Source: an optimization exercise on an open RTL-to-GDS flow (aim: small area, a short achievable clock period and few clock cycles per item). Production flows keep margins and buffers that such runs may drop. Power is estimated from default activity; no workload was simulated.

// image_rotate_scatter_address
module image_rotate_scatter_address
#(
    parameter int unsigned PIXEL_BITS = 32
) (
    input  logic                  i_clk,
    input  logic                  i_rst_n,
    input  logic                  i_cfg_wr_en,
    input  logic [IDX_W-1:0]      i_cfg_index,
    input  logic [CFG_W-1:0]      i_cfg_wdata,
    input  logic                  i_in_valid,
    output logic                  o_in_stall,
    input  logic [PIXEL_BITS-1:0] i_pixel_in,
    input  logic                  i_frame_start,
    output logic                  o_out_valid,
    input  logic                  i_out_stall,
    output logic [PIXEL_BITS-1:0] o_pixel_out,
    output logic [POS_W-1:0]      o_dest_col,
    output logic [POS_W-1:0]      o_dest_row,
    output logic [ADDR_W-1:0]     o_byte_address,
    output logic                  o_frame_last,
    output logic                  o_bad_rotation
);
Size: roughly 1500 cells after synthesis, about 140 I/O pins, ~14000 um2 of cells after synthesis.
Settings: LEC_CHECK=0, CAP_MARGIN=20, CORE_MARGIN=2, CORE_UTILIZATION=45, SETUP_SLACK_MARGIN=5, SLEW_MARGIN=20, TNS_END_PERCENT=0; clock period 10.0 ns.
standard.sh (not shown) runs the stock make flow with config.mk's settings and CLKGATE_MAP_FILE= SYNTH_SCRIPT=/design/flow/synth_recipe.tcl, a recipe that flattens the netlist after the stock synthesis.
==> flow/flow/run.sh <==
#!/bin/bash
set -euo pipefail
CTS='-sink_clustering_enable -repair_clock_nets -dont_use_dummy_load'
bash standard.sh SETUP_SLACK_MARGIN=7 'BUFFER_PORTS_ARGS=-buffer_cell sky130_fd_sc_hd__buf_2' "CTS_ARGS=$CTS" finish > flow_make.log 2>&1
The starting point went through all stages and came out clean.
Edit:
==> flow/flow/run.sh (replaced) <==
#!/bin/bash
set -euo pipefail
CTS='-sink_clustering_enable -repair_clock_nets -dont_use_dummy_load'
bash standard.sh SETUP_SLACK_MARGIN=6.5 'BUFFER_PORTS_ARGS=-buffer_cell sky130_fd_sc_hd__buf_2' "CTS_ARGS=$CTS" finish > flow_make.log 2>&1
Effect:
- first-iteration DRC count rose by 6.3%
- cell count barely changes
- worst setup slack degrades by 0.073 ns
- final area shrinks by 0.99%
- clock-buffer cell count is unchanged
- fmax decreases by 2.1%
- total power is lower by 1.2%
- global-route usage drops by 0.36 points
- wire length falls by 0.75%
- via count went down by 0.46%
- combinational power falls by 4.0%
No functional check of the RTL was part of any run of this note.

* * *

Another version of the RTL of image_rotate_scatter_address (not shown whole).
Size: ~1300 cells after synthesis, about 250 flip-flops, roughly 140 I/O pins, ~0.014 mm2 of cells after synthesis.
clock: 10.0 ns
lec_check: 0
cap_margin: 20
core_margin: 2
core_utilization: 55
setup_slack_margin: 5
slew_margin: 20
tns_end_percent: 0
==> flow/flow/run.sh <==
#!/bin/bash
set -euo pipefail
CTS='-sink_clustering_enable -repair_clock_nets -dont_use_dummy_load -sink_clustering_size 30 -sink_clustering_max_diameter 120 -buf_list {sky130_fd_sc_hd__clkbuf_16}'
bash standard.sh SETUP_SLACK_MARGIN=7 'BUFFER_PORTS_ARGS=-buffer_cell sky130_fd_sc_hd__buf_2' "CTS_ARGS=$CTS" finish > flow_make.log 2>&1
Next try:
==> flow/flow/run.sh (replaced) <==
#!/bin/bash
set -euo pipefail
CTS='-sink_clustering_enable -repair_clock_nets -dont_use_dummy_load -sink_clustering_size 25 -sink_clustering_max_diameter 100 -buf_list {sky130_fd_sc_hd__clkbuf_16}'
bash standard.sh SETUP_SLACK_MARGIN=7 'BUFFER_PORTS_ARGS=-buffer_cell sky130_fd_sc_hd__buf_2' "CTS_ARGS=$CTS" finish > flow_make.log 2>&1
- TNS_END_PERCENT: 0 -> 10
Outcome: The changed run finished with timing, DRC and antenna clean; first-iteration DRC count goes down by 2.7%; final area goes up by about 3.3%; register-to-register slack is about the same; wire length goes up by 2.3%; area after synthesis does not change.
Next try:
- TNS_END_PERCENT: 10 -> 0
Result: The new run finished with timing, DRC and antenna clean; maximum frequency is about the same; cell area fell by about 2.8%; setup slack hardly moves; wire length shrinks by about 2.4%; synthesized cell count is unchanged; non-clock buffer count drops by 32; via count falls by 1.8%; final cell count drops by about 1.9%.
Next try:
==> flow/flow/run.sh (replaced) <==
#!/bin/bash
set -euo pipefail
CTS='-sink_clustering_enable -repair_clock_nets -dont_use_dummy_load -sink_clustering_size 25 -sink_clustering_max_diameter 100 -buf_list {sky130_fd_sc_hd__clkbuf_16}'
bash standard.sh SETUP_SLACK_MARGIN=8 'BUFFER_PORTS_ARGS=-buffer_cell sky130_fd_sc_hd__buf_2' "CTS_ARGS=$CTS" finish > flow_make.log 2>&1
What happened: Area after synthesis is unchanged; total power is unchanged; via count stays the same; non-clock buffer count stays the same; cell area does not change; synthesized cell count stays the same; first-iteration DRC count stays the same; routed wire length stays the same.
Function was not checked in any run of this note: the RTL went through the layout flow alone.

* * *

job 101:
Another version of the RTL of image_rotate_scatter_address (not shown whole).
Size in the first run: roughly 1500 cells after synthesis, about 230 flip-flops, ~140 I/O pins.
==> flow/config.mk <==
export PLATFORM = sky130hd
export DESIGN_NAME = image_rotate_scatter_address
export DESIGN_NICKNAME = image_rotate_scatter_address
export VERILOG_FILES = /design/flow/design.v
export SDC_FILE = /design/flow/constraint.sdc
export NUM_CORES = 4
export LEC_CHECK = 0
export CAP_MARGIN = 20
export CORE_MARGIN = 2
export CORE_UTILIZATION = 60
export SETUP_SLACK_MARGIN = 5
export SLEW_MARGIN = 20
export TNS_END_PERCENT = 100
==> flow/constraint.sdc <==
create_clock -name core_clock -period 10.0 [get_ports {i_clk}]
set_input_delay 2.0000 -clock core_clock [delete_from_list [all_inputs] [get_ports {i_clk}]]
set_output_delay 2.0000 -clock core_clock [all_outputs]
set_load 0.01 [all_outputs]
run.sh (not shown) runs the stock make flow with config.mk's settings and CLKGATE_MAP_FILE= SYNTH_SCRIPT=/design/flow/synth_recipe.tcl, a recipe that flattens the netlist after the stock synthesis.
Stock flow here: none of the scripts above is used.
The following lists how job 102 was set up differently from job 101:
Settings: a deleted TNS_END_PERCENT that had been 100; a deleted SETUP_SLACK_MARGIN that had been 5; a change of CORE_UTILIZATION from 60 to 40.
### Flow results
Compare job 101 and job 102 | setup slack of the critical path after layout higher: job 101. The placement row count of job 102 exceeds that of job 101 by 23%. Die area | job 102 > job 101. Of the two values seen for cell with the largest stage delay on the worst path, dfxtp_1 was produced by job 101 and nor2b_1 by job 102. Job 102 consumes more power than job 101 does. [compare] base=job 101 new=job 102: weighted congestion reported at the end of routability-driven placement went up 2.8%; design area moved up; wire length of the first global-routing pass grew by about 3.7%; maximum clock insertion buffer count now sits at about the same level.
Function was not checked in any run of this note: the RTL went through the layout flow alone.

[port drivers added, routing unchanged]
The flow's constraints put no driver on any port. The routed layouts listed below were extracted and timed again, unchanged, in two steps. Step 1 (the two cells are an assumption about what drives the block):
set clk [get_ports {i_clk}]
set_driving_cell -lib_cell sky130_fd_sc_hd__clkbuf_16 $clk
set_driving_cell -lib_cell sky130_fd_sc_hd__buf_2 [delete_from_list [all_inputs] $clk]
Step 2, shift: input delay + t, output delay - t, t = (earliest + latest rising clock arrival at the registers) / 2. This alone moves slack from input paths to output paths. Slacks: no drivers / after step 1 / after step 2; pairs: no drivers / after step 1.
run	t (ns)	setup slack, ns	worst hold slack (ns)	worst data-port slew with drivers (ns)	cell pins on the clock port's net
the first run of note 1	0.583	6.604 / 6.604 / 6.041	0.499 / 0.499 / 0.499	0.05	1
the second run of note 1	0.585	6.532 / 6.532 / 6.019	0.495 / 0.495 / 0.495	0.05	1
the first run of note 2	0.524	6.567 / 6.567 / 6.106	0.502 / 0.502 / 0.502	0.05	1
the second run of note 2	0.535	6.580 / 6.580 / 6.254	0.492 / 0.492 / 0.492	0.06	1
the third run of note 2	0.532	6.580 / 6.580 / 6.085	0.493 / 0.493 / 0.493	0.05	1
the fourth run of note 2	0.532	6.580 / 6.580 / 6.085	0.493 / 0.493 / 0.493	0.05	1
job 101	0.587	5.307 / 5.307 / 4.963	0.477 / 0.477 / 0.477	0.06	1
job 102	0.617	4.466 / 4.466 / 4.466	0.481 / 0.481 / 0.481	0.07	1
After both steps every run listed still meets setup and hold. For the first run of note 1, which loses most, drivers alone change the setup slack by 0.000 ns; drivers and shift together by -0.563 ns.
